Source: an optimization exercise on an open RTL-to-GDS flow (aim: small area and a short achievable clock period). Production flows keep margins and buffers that such runs may drop. Where RTL was checked, it was by simulation tests only, not by an equivalence proof against the original.

==> job 8341 <==
// bnn_neuron_top
module bnn_neuron_top (
	input  wire                      clk,
	input  wire                      rstn,
	input  wire                      wr_en,
	input  bnn_pkg::store_sel_t      wr_sel,
	input  bnn_pkg::entry_addr_t     wr_addr,
	input  bnn_pkg::vec_t            wr_data,
	input  wire                      sample,
	input  bnn_pkg::entry_addr_t     addr,
	input  wire                      acc_clear,
	output bnn_pkg::acc_t            pre_activation,
	output logic                     fire
);
	logic [8-1:0]   wr_oh0;
	logic [8-1:0]   wr_oh1;
	logic [8-1:0]   wr_oh2;
	logic [128-1:0] rd_act;
	logic [128-1:0] rd_wgt;
	bnn_pkg::acc_t             thr_q;
	logic [7:0]                row0;
	logic [7:0]                row1;
	logic [7:0]                row2;
	neuron_param_store i_param_store (
		.clk      (clk),
		.wr_en    (wr_en),
		.wr_sel   (wr_sel),
		.wr_addr  (wr_addr),
		.wr_data  (wr_data),
		.addr     (addr),
		.thr_q    (thr_q),
		.vec_wr_q (wr_oh0),
		.rd_act   (rd_act),
		.rd_wgt   (rd_wgt)
	);
	xnor_popcount_tree i_popcount_tree (
		.clk  (clk),
		.act  (rd_act),
		.wgt  (rd_wgt),
		.row0 (row0),
		.row1 (row1),
		.row2 (row2)
	);
	always_ff @(posedge clk) begin
		wr_oh1 <= wr_oh0;
		wr_oh2 <= wr_oh1;
	end
	threshold_accumulator i_accumulator (
		.clk            (clk),
		.rstn           (rstn),
		.row0           (row0),
		.row1           (row1),
		.row2           (row2),
		.wr_oh2         (wr_oh2),
		.wr_oh1         (wr_oh1),
		.sample         (sample),
		.addr           (addr),
		.thr            (thr_q),
		.acc_clear      (acc_clear),
		.pre_activation (pre_activation),
		.fire           (fire)
	);
endmodule
export LEC_CHECK = 0
export ABC_CLOCK_PERIOD_IN_PS = 3000
export CAP_MARGIN = 20
export CORE_MARGIN = 2
export CORE_UTILIZATION = 40
export CTS_CLUSTER_DIAMETER = 100
export CTS_CLUSTER_SIZE = 30
export SLEW_MARGIN = 20
export TNS_END_PERCENT = 100
export SETUP_SLACK_MARGIN = 5.4
export BUFFER_PORTS_ARGS = -buffer_cell sky130_fd_sc_hd__buf_2
create_clock -name core_clock -period 8.0 [get_ports {clk}]
standard.sh (not shown) runs the stock make flow with config.mk's settings and CLKGATE_MAP_FILE= SYNTH_SCRIPT=/design/flow/synth_recipe.tcl, a recipe that flattens the netlist after the stock synthesis.
==> flow/flow/run.sh <==
#!/bin/bash
set -u
cfg="${FLOW_CONFIG:-config.mk}"
cp standard.sh standard.sh.txt
printf '\n# no adder cells\nexport ADDER_MAP_FILE =\n' >> "$cfg"
printf '# repair target\nexport SETUP_SLACK_MARGIN = 5.4\n' >> "$cfg"
printf '# plain port buffers\nexport BUFFER_PORTS_ARGS = -buffer_cell sky130_fd_sc_hd__buf_2\n' >> "$cfg"
bash standard.sh > standard.log 2>&1
status=$?
echo "standard.sh exit $status"
exit $status
==> job 9760: changes against job 8341 <==
--- a/flow/design.v
+++ b/flow/design.v
@@ -28,14 +28,12 @@
 	output logic [128-1:0] rd_act,
 	output logic [128-1:0] rd_wgt
 );
 	localparam int E = 8;
 	localparam int W = 128;
 	bnn_pkg::acc_t thr_mem [E];
-	logic [E-1:0] rd_sel_act_q [2];
-	logic [E-1:0] rd_sel_wgt_q [2];
 	logic [W-1:0] act_sel [E];
 	logic [W-1:0] wgt_sel [E];
 	for (genvar e = 0; e < E; e++) begin : g_entry
 		logic [W-1:0]  act;
 		logic [W-1:0]  wgt;
 		logic          we_act;
@@ -52,16 +50,14 @@
 				wgt <= wr_data;
 			end
 			if (we_thr) begin
 				thr_mem[e] <= wr_data[0][16-1:0];
 			end
 		end
-		for (genvar h = 0; h < 2; h++) begin : g_half
-			assign act_sel[e][h*W/2 +: W/2] = rd_sel_act_q[h][e] ? act[h*W/2 +: W/2] : '0;
-			assign wgt_sel[e][h*W/2 +: W/2] = rd_sel_wgt_q[h][e] ? wgt[h*W/2 +: W/2] : '0;
-		end
+		assign act_sel[e] = vec_wr_q[e] ? act : '0;
+		assign wgt_sel[e] = vec_wr_q[e] ? wgt : '0;
 	end
 	always_comb begin
 		rd_act = '0;
 		rd_wgt = '0;
 		for (int e = 0; e < E; e++) begin
 			rd_act = rd_act | act_sel[e];
@@ -70,20 +66,12 @@
 	end
 	always_ff @(posedge clk) begin
 		vec_wr_q <= '0;
 		if (wr_en && !wr_sel[1]) begin
 			vec_wr_q[wr_addr] <= 1'b1;
 		end
-		for (int e = 0; e < E; e++) begin
-			rd_sel_act_q[0][e] <= wr_en && wr_addr == e && (wr_sel == bnn_pkg::SEL_ACT ||
-				wr_sel == bnn_pkg::SEL_WGT);
-			rd_sel_act_q[1][e] <= wr_en && wr_addr == e && wr_sel < 2'd2;
-			rd_sel_wgt_q[0][e] <= wr_en && wr_addr == e && wr_sel != bnn_pkg::SEL_THR &&
-				wr_sel != 2'd3;
-			rd_sel_wgt_q[1][e] <= wr_en && wr_addr == e && !(wr_sel[1] || (wr_sel[0] && wr_sel[1]));
-		end
 		thr_q <= thr_mem[addr];
 	end
 endmodule
 `default_nettype wire
 `default_nettype none
 module xnor_popcount_tree (
@@ -453,78 +441,28 @@
 		smp_v1    <= smp_v0 && !rstn;
 		cnt_rd    <= cnt_mem[smp_addr0];
 		hit_row   <= wr_oh1[smp_addr0];
 		hit_last  <= wr_oh2[smp_addr0];
 		thr1      <= thr;
 	end
-	logic [7:0] cnt_old;
-	assign cnt_old = hit_last ? cnt_last : cnt_rd;
-	bnn_pkg::acc_t sum_q;
-	function automatic logic [16-1:0] add_count(input logic [16-1:0] sum,
-			input logic use_rows, input logic [7:0] r0, input logic [7:0] r1,
-			input logic [7:0] r2, input logic [7:0] c_old);
-		logic [16-1:0] s_old;
-		logic [16-1:0] s_row;
-		s_old = sum + bnn_pkg::acc_t'(c_old);
-		s_row = sum + bnn_pkg::acc_t'(r0) + bnn_pkg::acc_t'(r1) + bnn_pkg::acc_t'(r2);
-		add_count = use_rows ? s_row : s_old;
-	endfunction
+	logic [7:0] op0;
+	logic [7:0] op1;
+	logic [7:0] op2;
 	bnn_pkg::acc_t acc_next;
-	bnn_pkg::acc_t pre_next;
-	assign acc_next = add_count(sum_q, hit_row, row0, row1, row2, cnt_old);
-	assign pre_next = add_count(pre_activation, hit_row, row0, row1, row2, cnt_old);
-	logic [7:0] pre_lo;
-	logic [7:0] pre_hi;
-	logic [7:0] pre_hi_inc;
-	logic [7:0] thr_lo;
-	logic [7:0] thr_hi;
-	logic [9:0] lo_bound0;
-	logic [9:0] lo_bound1;
-	logic       gt_hi0;
-	logic       gt_hi1;
-	logic       eq_hi0;
-	logic       eq_hi1;
-	assign pre_lo     = sum_q[7:0];
-	assign pre_hi     = sum_q[15:8];
-	assign pre_hi_inc = pre_hi + 8'd1;
-	assign thr_lo     = thr1[7:0];
-	assign thr_hi     = thr1[15:8];
-	assign lo_bound0  = 10'd256 + {2'b00, thr_lo} - {2'b00, pre_lo};
-	assign lo_bound1  = lo_bound0 + 10'd256;
-	assign gt_hi0     = pre_hi > thr_hi;
-	assign gt_hi1     = pre_hi_inc > thr_hi;
-	assign eq_hi0     = pre_hi == thr_hi;
-	assign eq_hi1     = pre_hi_inc == thr_hi;
-	function automatic logic fire_for(input logic [7:0] c, input logic [7:0] p_lo,
-			input logic [9:0] b0, input logic [9:0] b1, input logic g0, input logic g1,
-			input logic e0, input logic e1);
-		logic [9:0] c_ext;
-		c_ext = 10'd256 + {2'b00, c};
-		if (c > ~p_lo) begin
-			fire_for = g1 || (e1 && c_ext > b1);
-		end else begin
-			fire_for = g0 || (e0 && c_ext > b0);
-		end
-	endfunction
-	logic fire_old;
-	logic fire_row;
-	logic fire_next;
-	assign fire_old  = fire_for(cnt_old, pre_lo, lo_bound0, lo_bound1, gt_hi0, gt_hi1,
-		eq_hi0, eq_hi1);
-	assign fire_row  = fire_for(cnt_sum, pre_lo, lo_bound0, lo_bound1, gt_hi0, gt_hi1,
-		eq_hi0, eq_hi1);
-	assign fire_next = hit_row ? fire_row : fire_old;
+	assign op0 = hit_row ? row0 : (hit_last ? cnt_last : cnt_rd);
+	assign op1 = hit_row ? row1 : '0;
+	assign op2 = hit_row ? row2 : '0;
+	assign acc_next = pre_activation + bnn_pkg::acc_t'(op0) + bnn_pkg::acc_t'(op1) +
+		bnn_pkg::acc_t'(op2);
 	always_ff @(posedge clk) begin
 		if (rstn || acc_clear) begin
-			sum_q <= '0;
 			pre_activation <= '0;
 			fire <= 1'b0;
 		end else if (smp_v1) begin
-			sum_q <= acc_next;
-			pre_activation <= pre_next;
-			fire <= fire_next;
+			pre_activation <= acc_next;
+			fire <= acc_next > thr1;
 		end
 	end
 endmodule
 `default_nettype wire
 `default_nettype none
 module bnn_neuron_top (
==> flow/run.sh (new file) <==
#!/bin/bash
# synth_recipe.tcl (not shown) runs the flow's synth.tcl, then flattens the netlist and writes it again
# the make line also repeats each setting of config.mk as NAME=value (left out here)
make -C /OpenROAD-flow-scripts/flow DESIGN_CONFIG=/design/flow/config.mk WORK_HOME=/design/flow/orfs CLKGATE_MAP_FILE= SYNTH_SCRIPT=/design/flow/synth_recipe.tcl finish
ABC_CLOCK_PERIOD_IN_PS = not set   (was 3000)
BUFFER_PORTS_ARGS = not set   (was -buffer_cell sky130_fd_sc_hd__buf_2)
CTS_CLUSTER_DIAMETER = not set   (was 100)
CTS_CLUSTER_SIZE = not set   (was 30)
SETUP_SLACK_MARGIN = not set   (was 5.4)
TNS_END_PERCENT = not set   (was 100)
removed: flow/flow/run.sh
removed: flow/standard.sh
==> implementation parameters <==
Parameter                              Value

Worst setup path
  Cell with the largest stage delay on the worst path ... dfxtp_1

Clock network
  Number of buffers created by CTS ... 231

Routing
  First-pass iteration count of the detailed router ... 6

Outcome
  Result of the run ... no timing/DRC/antenna violations

Yosys
  Largest cells by area after synthesis ... edfxtp_1 76%, a22oi_1 8.7%, dfxtp_1 3.7%

Finish
  Non-Clock Buffer Count ... 221
  Register cell area after layout ... 70600 um^2
  Proportion of cell area occupied by multi-input gates ... 0.1629
  Number of multi-input combinational cells in the layout ... 2028
  Sequential cell count of the final layout ... 2405

Timing
  Setup repair after global routing missed its margin ... false

Placed design
  Estimated wirelength of the detail-placed design ... 113300 um
  Placed cell count ... 7777
That was job 9760.
==> implementation parameters <==
Parameter                              Value

Outcome
  Result of the run ... no timing/DRC/antenna violations

Clock network
  Number of buffers created by CTS ... 95

Finish
  Proportion of cell area occupied by multi-input gates ... 0.1968
  Non-Clock Buffer Count ... 642
  Register cell area after layout ... 71760 um^2
  Sequential cell count of the final layout ... 2453
  Number of multi-input combinational cells in the layout ... 2697

Yosys
  Largest cells by area after synthesis ... edfxtp_1 73%, a22oi_1 8.4%, dfxtp_1 4.6%

Timing
  Setup repair after global routing missed its margin ... true

Placed design
  Estimated wirelength of the detail-placed design ... 132400 um
  Placed cell count ... 8458

Routing
  First-pass iteration count of the detailed router ... 7

Die
  Core region area ... 229900 um^2
That was job 8341.
For job 8341, only the layout was checked, not whether the RTL still works.

## separate check: timing with driven ports
The flow's constraints put no driver on any port. The routed layouts listed below were extracted and timed again, unchanged, in two steps.
Step 1 (the two cells are an assumption about what drives the block):
set clk [get_ports {clk}]
set_driving_cell -lib_cell sky130_fd_sc_hd__clkbuf_16 $clk
set_driving_cell -lib_cell sky130_fd_sc_hd__buf_2 [delete_from_list [all_inputs] $clk]
Step 2 adds t to the input delays and takes it off the output delays; t is the mean of the earliest and latest rising clock arrival at the registers after step 1. Input paths then give back, and output paths get back, about the clock's delay inside the block.
a / b / c = ideal ports / drivers / drivers and shift; a / b = the first two.
run | shift t [ns] | setup WS [ns] | latest minus earliest clock arrival (ns) | worst register clock-pin slew, ns
job 8341 | 0.887 | 5.070 / 4.980 / 4.221 | 0.057 / 0.056 | 0.12 / 0.12
job 9760 | 0.941 | 3.477 / 3.477 / 3.161 | 0.106 / 0.105 | 0.07 / 0.07
After both steps every run listed still meets setup and hold. The setup slack of job 8341, which loses most, moves by -0.090 ns with the drivers and by -0.849 ns with both steps.
